Background: an optimization exercise with open tools, aiming at a short achievable clock period and few clock cycles. Do not read the settings as production practice.
Only simulation tests tie the RTL to the original design; equivalence was not proved.

==> flow/design.v (excerpt) <==
module pipeline (
    input  logic                        clock,
    input  logic                        reset,
    input  logic [32-1:0]            mem_rdata,     
    output logic [1:0]                  mem_command,   
    output logic [32-1:0]            mem_addr,
    output logic [32-1:0]            mem_wdata,
    output logic                        commit_valid,
    output logic                        commit_wr_en,
    output logic [5-1:0]       commit_wr_idx,
    output logic [32-1:0]            commit_wr_data,
    output logic [32-1:0]            commit_npc,
    output logic [31:0]                 commit_inst
);
    localparam int QD = 12;      
    localparam int QC_W = 15;   
    logic [QC_W-1:0] pd_ctl;
    logic [6:0]      opcode;
    logic [2:0]      funct3;
    logic [6:0]      funct7;
    logic            r_add, r_sub, r_and, r_or, r_xor, is_rop, is_addi, is_lw, is_sw, writes;
    always_comb begin
        opcode  = mem_rdata[6:0];
        funct3  = mem_rdata[14:12];
        funct7  = mem_rdata[31:25];
        r_add   = (funct7 == 7'b0000000) && (funct3 == 3'b000);
        r_sub   = (funct7 == 7'b0100000)  && (funct3 == 3'b000);
        r_and   = (funct7 == 7'b0000000) && (funct3 == 3'b111);
        r_or    = (funct7 == 7'b0000000) && (funct3 == 3'b110);
        r_xor   = (funct7 == 7'b0000000) && (funct3 == 3'b100);
        is_rop  = (opcode == 7'b0110011) && (r_add || r_sub || r_and || r_or || r_xor);
        is_addi = (opcode == 7'b0010011) && (funct3 == 3'b000);
        is_lw   = (opcode == 7'b0000011) && (funct3 == 3'b010);
  ...
For scale: about 8500 cells after synthesis, about 93000 um2 of cells after synthesis.
clock: 5.5 ns
lec_check: 0
cap_margin: 20
core_margin: 2
core_utilization: 35
cts_cluster_diameter: 60
cts_cluster_size: 30
place_density: 0.45
setup_slack_margin: 3.2
slew_margin: 20
synth_hierarchical: 1
tns_end_percent: 100
run.sh (not shown) runs the stock make flow with config.mk's settings and CLKGATE_MAP_FILE= SYNTH_SCRIPT=/design/flow/synth_recipe.tcl, a recipe that flattens the netlist after the stock synthesis.
Testbench counts at the start, summed over its fixed seeds: cycles 33,482.
Then changed:
--- a/flow/design.v
+++ b/flow/design.v
@@ -1,79 +1,37 @@
-module pl_carry #(
-    parameter int W = 16
-) (
-    input  logic [W-1:0] a,
-    input  logic [W-1:0] b,
-    input  logic         cin,
-    output logic [W-1:0] p,
-    output logic [W:0]   c
-);
-    localparam int L = (W > 16) ? 5 : ((W > 8) ? 4 : ((W > 4) ? 3 : 2));   
-    logic [W-1:0] gl [L+1];
-    logic [W-1:0] pl [L+1];
-    always_comb begin
-        p = a ^ b;
-        gl[0] = a & b;
-        gl[0][0] = (a[0] & b[0]) | (p[0] & cin);
-        pl[0] = p;
-        for (int l = 0; l < L; l++) begin
-            for (int i = 0; i < W; i++) begin
-                if (i >= (1 << l)) begin
-                    gl[l+1][i] = gl[l][i] | (pl[l][i] & gl[l][i - (1 << l)]);
-                    pl[l+1][i] = pl[l][i] & pl[l][i - (1 << l)];
-                end else begin
-                    gl[l+1][i] = gl[l][i];
-                    pl[l+1][i] = pl[l][i];
-                end
-            end
-        end
-        c = {gl[L], cin};
-    end
-endmodule
 module pl_add #(
     parameter int W = 16
 ) (
     input  logic [W-1:0] a,
     input  logic [W-1:0] b,
     input  logic         cin,
     output logic [W-1:0] s,
     output logic         cout
 );
-    logic [W-1:0] p;
-    logic [W:0]   c;
-    pl_carry #(.W(W)) carry (.a(a), .b(b), .cin(cin), .p(p), .c(c));
-    assign s    = p ^ c[W-1:0];
-    assign cout = c[W];
-endmodule
-module pl_agu (
-    input  logic [31:0] a,
-    input  logic [11:0] imm,
-    output logic [31:0] s
-);
-    logic [31:0] p;
-    logic [32:0] c;
-    pl_carry #(.W(32)) carry (.a(a), .b({{20{imm[11]}}, imm}), .cin(1'b0), .p(p), .c(c));
-    assign s = p ^ c[31:0];
+    logic [W+1:0] t;
+    assign t    = {1'b0, a, 1'b1} + {1'b0, b, cin};
+    assign s    = t[W:1];
+    assign cout = t[W+1];
 endmodule
 module pipeline (
     input  logic                        clock,
     input  logic                        reset,
     input  logic [32-1:0]            mem_rdata,     
     output logic [1:0]                  mem_command,   
     output logic [32-1:0]            mem_addr,
     output logic [32-1:0]            mem_wdata,
     output logic                        commit_valid,
     output logic                        commit_wr_en,
     output logic [5-1:0]       commit_wr_idx,
     output logic [32-1:0]            commit_wr_data,
     output logic [32-1:0]            commit_npc,
     output logic [31:0]                 commit_inst
 );
-    localparam int QD = 12;      
+    localparam int QD = 8;      
     localparam int QC_W = 15;   
     logic [QC_W-1:0] pd_ctl;
     logic [6:0]      opcode;
     logic [2:0]      funct3;
     logic [6:0]      funct7;
     logic            r_add, r_sub, r_and, r_or, r_xor, is_rop, is_addi, is_lw, is_sw, writes;
     always_comb begin
         opcode  = mem_rdata[6:0];
@@ -118,17 +76,17 @@
     logic [4:0]        d_rd;
     logic              d_dep1, d_dep2;   
     logic              d_m1, d_m2;       
     logic              d_w1, d_w2;       
     logic [31:0]       rf [1:31];
     logic              ex_valid;
     logic [31:0]       ex_inst;
     logic [31:0]       ex_a;
-    logic [11:0]       ex_imm;           
+    logic [31:0]       ex_imm;           
     logic [31:0]       ex_s;             
     logic [31:0]       ex_bx;            
     logic              ex_sub;
     logic              ex_kagu, ex_kadd, ex_and, ex_or;
     logic [4:0]        ex_rd;
     logic              ex_we;
     logic              ex_load;
     logic              ex_store;
@@ -254,27 +212,28 @@
             ex_we    <= d_we;
             ex_load  <= d_lw;
             ex_store <= d_sw;
         end
     end
     always_ff @(posedge clock) begin
         ex_inst  <= d_inst;
         ex_a     <= f1;
-        ex_imm   <= imm[11:0];
+        ex_imm   <= imm;
         ex_s     <= f2;
         ex_bx    <= f2 ^ {32{d_sub}};
         ex_sub   <= d_sub;
         ex_kagu  <= d_kagu;
         ex_kadd  <= d_kadd;
         ex_and   <= d_and;
         ex_or    <= d_or;
     end
     logic [31:0] agu;
-    pl_agu agu_add (.a(ex_a), .imm(ex_imm), .s(agu));
+    logic        agu_c_unused;
+    pl_add #(.W(32)) agu_add (.a(ex_a), .b(ex_imm), .cin(1'b0), .s(agu), .cout(agu_c_unused));
     logic [31:0] b_eff;
     logic [15:0] add_lo, add_hi0, add_hi1;
     logic        add_c16, add_c0_unused, add_c1_unused;
     assign b_eff = ex_bx;
     pl_add #(.W(16)) add_lo_add  (.a(ex_a[15:0]),  .b(b_eff[15:0]),  .cin(ex_sub), .s(add_lo),  .cout(add_c16));
     pl_add #(.W(16)) add_hi0_add (.a(ex_a[31:16]), .b(b_eff[31:16]), .cin(1'b0),   .s(add_hi0), .cout(add_c0_unused));
     pl_add #(.W(16)) add_hi1_add (.a(ex_a[31:16]), .b(b_eff[31:16]), .cin(1'b1),   .s(add_hi1), .cout(add_c1_unused));
     always_ff @(posedge clock) begin
What happened:
- The changed run went through all stages and came out clean
- fmax goes up slightly
- hold slack is better by 35 ps
- non-clock buffer count climbs by 38
- critical path depth went up by 3
- final area drops by a few percent
- area after synthesis decreases by a little under a tenth
- setup slack improved by 51 ps
Testbench counts after the change, summed over its fixed seeds: cycles 33,594.

afterwards: timing with drivers on the ports:
The results above use ideal ports. As a check the final layouts listed here were re-extracted and re-timed, cells and wires unchanged.
Step 1 sets driving cells, clkbuf_16 on the clock port and buf_2 on the other inputs (assumed; they add their load-dependent delay and slew).
Step 2 also shifts input and output timing later by t, the mid clock arrival at the registers, as if the neighbouring blocks saw the same clock.
a / b / c = ideal / step 1 / step 2; a / b = the first two.
run	t (ns)	slack for setup (ns)	worst setup path at the end	worst slew at a driven data input, ns
the first run	0.978	2.851 / 2.821 / 2.274	input to register	0.14
the second run	0.938	2.902 / 2.890 / 2.263	input to register	0.12
After both steps setup and hold are still met in every run listed. For the second run, which loses most, drivers alone change the setup slack by -0.012 ns; drivers and shift together by -0.639 ns.
